Background: an optimization exercise with open tools, aiming at small area, a short achievable clock period and few clock cycles per item. Do not read the settings as production practice. Function was checked by simulation only, so behaviour that the tests miss may differ from the original. No activity file was given, so power comes from the tool's default toggle rates.

File: run.sh
#!/bin/bash
# synth_recipe.tcl (not shown) runs the flow's synth.tcl, then flattens the netlist and writes it again
# the make line also repeats each setting of config.mk as NAME=value (left out here)
make -C /OpenROAD-flow-scripts/flow DESIGN_CONFIG=/design/flow/config.mk WORK_HOME=/design/flow/orfs CLKGATE_MAP_FILE= SYNTH_SCRIPT=/design/flow/synth_recipe.tcl finish
File: config.mk
export PLATFORM = sky130hd
export DESIGN_NAME = sp_multicycle
export DESIGN_NICKNAME = sp_multicycle
export VERILOG_FILES = /design/flow/design.v
export SDC_FILE = /design/flow/constraint.sdc
export NUM_CORES = 4
export LEC_CHECK = 0
export CAP_MARGIN = 20
export CORE_MARGIN = 2
export CORE_UTILIZATION = 25
export PLACE_DENSITY = 0.4
export SLEW_MARGIN = 20
File: constraint.sdc
create_clock -name core_clock -period 10.0 [get_ports {clk}]
set_input_delay 2.0000 -clock core_clock [delete_from_list [all_inputs] [get_ports {clk}]]
set_output_delay 2.0000 -clock core_clock [all_outputs]
set_load 0.01 [all_outputs]
File: design.v
module sp_multicycle #(
  parameter int MEM_AW = 12
) (
  input  logic                 clk,
  input  logic                 rst,
  input  logic                 in_valid,
  input  logic [31:0]          inst,
  output logic                 out_valid,
  output logic [31:0]          inst_addr,
  output logic [MEM_AW-1:0]    mem_addr,
  output logic                 mem_wen,
  output logic [31:0]          mem_wdata,
  input  logic [31:0]          mem_rdata
);
  localparam logic [5:0] OP_RTYPE = 6'd0;
  localparam logic [5:0] OP_ANDI  = 6'd1;
  localparam logic [5:0] OP_ORI   = 6'd2;
  localparam logic [5:0] OP_ADDI  = 6'd3;
  localparam logic [5:0] OP_SUBI  = 6'd4;
  localparam logic [5:0] OP_LW    = 6'd5;
  localparam logic [5:0] OP_SW    = 6'd6;
  localparam logic [5:0] OP_BEQ   = 6'd7;
  localparam logic [5:0] OP_BNE   = 6'd8;
  localparam logic [5:0] OP_LUI   = 6'd9;
  localparam logic [5:0] OP_J     = 6'd10;
  localparam logic [5:0] OP_JAL   = 6'd11;
  localparam logic [5:0] FN_AND = 6'd0;
  localparam logic [5:0] FN_OR  = 6'd1;
  localparam logic [5:0] FN_ADD = 6'd2;
  localparam logic [5:0] FN_SUB = 6'd3;
  localparam logic [5:0] FN_SLT = 6'd4;
  localparam logic [5:0] FN_SLL = 6'd5;
  localparam logic [5:0] FN_NOR = 6'd6;
  localparam logic [5:0] FN_JR  = 6'd7;
  logic        exec_q, load_q;
  logic [31:0] inst_q;
  logic [31:0] pc_q;
  logic [31:0] a_q, b_q;           
  logic [31:0] rf_q [32];
  logic [31:0] rf_vld_q;           
  wire idle  = !exec_q && !load_q;
  wire issue = idle && in_valid;
  wire [4:0] in_rs = inst[25:21];
  wire [4:0] in_rt = inst[20:16];
  wire [31:0] rd_a = rf_vld_q[in_rs] ? rf_q[in_rs] : 32'd0;
  wire [31:0] rd_b = rf_vld_q[in_rt] ? rf_q[in_rt] : 32'd0;
  logic [5:0]  opcode, func;
  logic [4:0]  rt, rd, shamt;
  logic [15:0] imm;
  logic [25:0] jaddr;
  assign opcode = inst_q[31:26];
  assign rt     = inst_q[20:16];
  assign rd     = inst_q[15:11];
  assign shamt  = inst_q[10:6];
  assign func   = inst_q[5:0];
  assign imm    = inst_q[15:0];
  assign jaddr  = inst_q[25:0];
  wire [31:0] sext_imm = {{16{imm[15]}}, imm};
  wire [31:0] zext_imm = {16'h0000, imm};
  wire [31:0] pc_plus4 = pc_q + 32'd4;
  wire [31:0] br_tgt   = pc_plus4 + {sext_imm[29:0], 2'b00};
  wire [31:0] jmp_tgt  = {pc_q[31:28], jaddr, 2'b00};
  wire        eq       = (a_q == b_q);
  wire is_r    = (opcode == OP_RTYPE);
  wire is_lw   = (opcode == OP_LW);
  wire is_sw   = (opcode == OP_SW);
  wire        do_sub  = is_r ? (func == FN_SUB || func == FN_SLT) : (opcode == OP_SUBI);
  wire [31:0] add_b   = is_r ? b_q : sext_imm;
  wire [31:0] sum     = a_q + (do_sub ? ~add_b : add_b) + {31'd0, do_sub};
  wire        slt     = (a_q[31] ^ b_q[31]) ? a_q[31] : sum[31];
  logic [31:0] pc_d;
  logic        ex_we;
  logic [4:0]  ex_waddr;
  logic [31:0] ex_wdata;
  always_comb begin
    pc_d     = pc_plus4;
    ex_we    = 1'b0;
    ex_waddr = rt;
    ex_wdata = 32'd0;
    case (opcode)
      OP_RTYPE: begin
        ex_waddr = rd;
        ex_we    = 1'b1;
        case (func)
          FN_AND: ex_wdata = a_q & b_q;
          FN_OR:  ex_wdata = a_q | b_q;
          FN_ADD: ex_wdata = sum;
          FN_SUB: ex_wdata = sum;
          FN_SLT: ex_wdata = {31'd0, slt};
          FN_SLL: ex_wdata = a_q << shamt;
          FN_NOR: ex_wdata = ~(a_q | b_q);
          FN_JR: begin
            ex_we = 1'b0;
            pc_d  = a_q;
          end
          default: ex_we = 1'b0;
        endcase
      end
      OP_ANDI: begin ex_we = 1'b1; ex_wdata = a_q & zext_imm; end
      OP_ORI:  begin ex_we = 1'b1; ex_wdata = a_q | zext_imm; end
      OP_ADDI: begin ex_we = 1'b1; ex_wdata = sum; end
      OP_SUBI: begin ex_we = 1'b1; ex_wdata = sum; end
      OP_LUI:  begin ex_we = 1'b1; ex_wdata = {imm, 16'h0000}; end
      OP_BEQ:  if (eq)  pc_d = br_tgt;
      OP_BNE:  if (!eq) pc_d = br_tgt;
      OP_J:    pc_d = jmp_tgt;
      OP_JAL: begin
        ex_we    = 1'b1;
        ex_waddr = 5'd31;
        ex_wdata = pc_plus4;
        pc_d     = jmp_tgt;
      end
      default: ;
    endcase
  end
  wire        rf_we    = (exec_q && ex_we) || load_q;
  wire [4:0]  rf_waddr = load_q ? rt : ex_waddr;
  wire [31:0] rf_wdata = load_q ? mem_rdata : ex_wdata;
  always_ff @(posedge clk or posedge rst) begin
    if (rst) begin
      exec_q   <= 1'b0;
      load_q   <= 1'b0;
      pc_q     <= 32'd0;
      rf_vld_q <= 32'd0;
    end else begin
      exec_q <= issue;
      load_q <= exec_q && is_lw;
      if (exec_q) pc_q <= pc_d;
      if (rf_we) rf_vld_q[rf_waddr] <= 1'b1;
    end
  end
  always_ff @(posedge clk) begin
    if (issue) begin
      inst_q <= inst;
      a_q    <= rd_a;
      b_q    <= rd_b;
    end
    if (rf_we) rf_q[rf_waddr] <= rf_wdata;
  end
  assign out_valid = (exec_q && !is_lw) || load_q;
  assign inst_addr = exec_q ? pc_d : pc_q;
  assign mem_wen   = exec_q && is_sw;
  assign mem_addr  = sum[MEM_AW-1:0];
  assign mem_wdata = b_q;
endmodule
==> flow_summary.ini <==
[finish]
final_common_cell = edfxtp_1
nFillCells = 24580
nets = 4146
drive_gt1_share_pct = 28.18
multi_input_area_um2 = 26280
syn_to_final_growth_pct = 16.98
postLayoutCellArea_um2 = 73210
final_cell_mix = edfxtp_1 (1120), mux4_2 (688), nor2_1 (209), nand2_1 (195), a21oi_1 (152)
regArea_um2 = 35290

[clock_tree]
htreeDepth = 4
cts_tree = yes
cts_sinks = 1186
clockRootBuffer = clkbuf_16
cts_setup_buffers = 0
cts-buffers-inserted = 139
path_clk_slew_ns = 0.06
cts.hold.buffers_added = 0
ctsResizeCount = 0
clock_latency_ns = 0.81
max-clock-path-buffers = 3

[sta]
rsz0062_at_grt = no
final_hold_viol_count = 0
drv_slew = 0
slew_headroom_pct = 24.51
clock.fmax_mhz = 125.0
finalSetupViolations = 0
min_period_over_period_pct = 80.00
clock_skew_ns = 0.04778
worst_pin_slew_ns = 1.132
setup_tns_ns = 0
period_needed_ns = 8.000

[synth]
ys.flop_type = edfxtp_1
syn_nets = 3976
ys_seq_elements = 1186
synth-edff-count = 1120
synth.avg_cell_area_um2 = 16.56
async_flop_share_pct = 5.565
synth_cell_type_count = 84
syn_inst = 3779
yosysWarningCount = 1
ys_seq_area_share_pct = 56.38
syn_area_um2 = 62590

[global_route]
antenna_found_initial = 7
grt_pass1_wl_mm = 338.8
grt_pass1_vias = 39560
gr-total-overflow = 0
grt_usage_pct = 19.04
grt_max_degree = 93

[floorplan]
num_rows = 183
die_area_um2 = 254400
die_h_um = 504.4
initial_utilization_pct = 25.15
core_region_area_um2 = 248900
die_w_um = 504.4
ios = 145

[detailed_routing]
vias = 39130
routedWlPerCell_um = 33.31
viasPerCell = 5.293
first_pass_iters = 6
ant_nets = 0
drt-total-wl_mm = 246.3
dr.first_iter.drc_count = 3965
route.detailed.drc = 0

[worst_setup_path]
crit_buf_inv = 2
worstPathCellList = or3b_1 -> a21oi_1 -> o21bai_4 -> buf_4 -> xor2_1 -> ha_1 -> a21o_1 -> a21oi_1 -> nand2_1 -> a2111oi_0 -> o21ai_0 -> xor2_1 -> clkdlybuf4s50_1
crit_family = compound AO/OA/AOI/OAI gates
slowest_delay_ns = 0.77
required_ns = 8.00
slowest_stage = edfxtp_1
worstPathArrival_ns = 6.00
path_class = reg -> out
start_kind = flip-flop
r2r_cells = 16
cp_max_fo = 30
cp-end-kind = primary output
worstSetupPathDepth = 13

[worst_hold_path]
hold_path_depth = 1
hp-class = reg -> reg

[power_and_ir_drop]
ir_drop_mv = 0.1346
p_leak_uw = 0.02506
p_per_area_nw_per_um2 = 170.0

[place]
place.detailed.hpwl_mm = 153.9
place_congestion = 0.9301
io_buffers = 144
detailed_place.area_um2 = 68740

[flow_run]
max_cap_viol_count = 0

[outcome]
outcome = timing/DRC/antenna clean
## layout make-up
type	count	area share, %
multi-input cells	2233	35.90
clock inverters	83	1.010
repair buffers	291	3.613
diodes	4	0.01367
flip-flops and latches	1186	48.20
inverters	98	0.5024
well taps	3330	5.691
clock buffers	169	5.077
## metal layers
layer / vias up / part of all wire (%) / GRT usage, %
li1: 16070 / - / -
met1: 21290 / 44 / 26.68
met2: 1469 / 47 / 30.23
met3: 297 / 5.6 / 2.815
met4: 6 / 3.4 / 6.148
met5: - / 0.013 / 0
## Yosys cell counts (7+ instances only)
master	count	area [µm²]
a211oi_1	9	67.56
a21o_1	25	187.7
a21oi_1	152	760.7
a221o_1	14	140.1
a221oi_1	59	516.8
a222oi_1	20	200.2
a22o_1	14	122.6
a22oi_1	17	127.6
and2_1	7	43.79
and3_1	11	68.82
buf_1	28	105.1
buf_2	59	295.3
clkbuf_1	174	653.1
dfrtp_1	66	1652
edfxtp_1	1120	33630
ha_1	128	1602
inv_1	95	356.6
mux2_2	10	112.6
mux2i_1	90	900.9
mux4_2	688	15490
nand2_1	195	732.0
nand2b_1	16	100.1
nand3_1	67	335.3
nand4_1	19	118.9
nor2_1	244	915.9
nor2b_1	9	56.30
nor3_1	18	90.09
nor4_1	14	87.58
o2111ai_1	7	61.31
o211ai_1	9	67.56
o21a_1	12	90.09
o21ai_0	97	485.5
o21ai_1	7	35.03
o21bai_1	43	322.8
o221ai_1	11	96.34
o22ai_1	11	68.82
or2_2	7	43.79
xnor2_1	63	551.8
xor2_1	53	464.2
## through the flow
step                      total power [µW]  worst slack, ns  cells  hold WS, ns  util, %
final                                12440            2.000   7394       0.4917    29.42
after global routing                 12900            1.735   7392       0.5060    29.41
after CTS                            12570            2.065   7390       0.4948    29.41
after detailed placement              7437            2.951   7138       0.4785    27.62
after global placement                7462            2.928   7135       0.4724    27.60
after floorplan                       6744           0.2267   3779       0.4491        -
## worst paths after layout
path	start	end	slack (ns)
setup / recovery	inst_q[0]	mem_addr[11]	2.00
hold / removal	rf_vld_q[10]	rf_vld_q[10]	0.49
setup reg to reg	inst_q[0]	rf_q[12][28]	3.56
hold reg to reg	rf_vld_q[10]	rf_vld_q[10]	0.49
max in group asynchronous	rst	load_q	7.46
min in group asynchronous	rst	rf_vld_q[5]	1.79
## where the power goes
group / internal, µW / leakage [µW] / switching, µW
Clock: 2950 / 0.00219 / 2130
Combinational: 700 / 0.0101 / 1100
Sequential: 5450 / 0.0128 / 118
Total: 9100 / 0.0251 / 3340
## sequential cells by signal, indices dropped and copies added, names as in the netlist
name / count
load_q: 1
a_q: 32
pc_q: 32
exec_q: 1
inst_q: 32
rf_vld_q: 32
b_q: 32
rf_q: 1024
## cell families (layout without fill, tap and decap cells)
group / count (synthesis) / count (layout) / share of synthesized area, %
AND/OR/NAND/NOR: 633 / 633 / 4.460
other: 0 / 4 / 0
adder cells (fa/ha/maj): 130 / 130 / 2.623
XOR/XNOR: 116 / 116 / 1.623
multiplexers: 788 / 788 / 26.38
flip-flops: 1186 / 1186 / 56.38
buffers and inverters: 360 / 641 / 2.289
AO/OA/AOI/OAI: 566 / 566 / 6.253
## worst register-to-register path: stages, from the launching register on
cell and delay (ns):
edfxtp_1 0.77, or3b_1 0.51, a21oi_1 0.39, o21bai_4 0.07
buf_4 0.30, xnor2_1 0.25, fa_1 0.47, a211oi_1 0.27
o21bai_1 0.16, a211oi_1 0.85, nor3_1 0.23, o21ai_1 0.39
o21ai_0 0.26, a21oi_1 0.21, mux2_2 0.36, o21ai_2 0.29
buf_4 0.39
Testbench counts, summed over its fixed seeds: cycles 49,704, insts 24,000.

[re-timing with driven ports]
The flow's constraints put no driver on any port. The routed layout listed below was extracted and timed again, unchanged, in two steps. Step 1 sets driving cells, clkbuf_16 on the clock port and buf_2 on the other inputs (assumed; they add their load-dependent delay and slew). Step 2 also shifts input and output timing later by t, the mid clock arrival at the registers, as if the neighbouring blocks saw the same clock. a / b / c = no drivers / after step 1 / after step 2; a / b = the first two.
t, ns: 0.870
slack for setup (ns): 2.000 / 1.913 / 2.783
latest minus earliest clock arrival (ns): 0.048 / 0.048
After both steps this run still meets setup and hold. For this run, drivers alone change the setup slack by -0.087 ns; drivers and shift together by +0.783 ns.
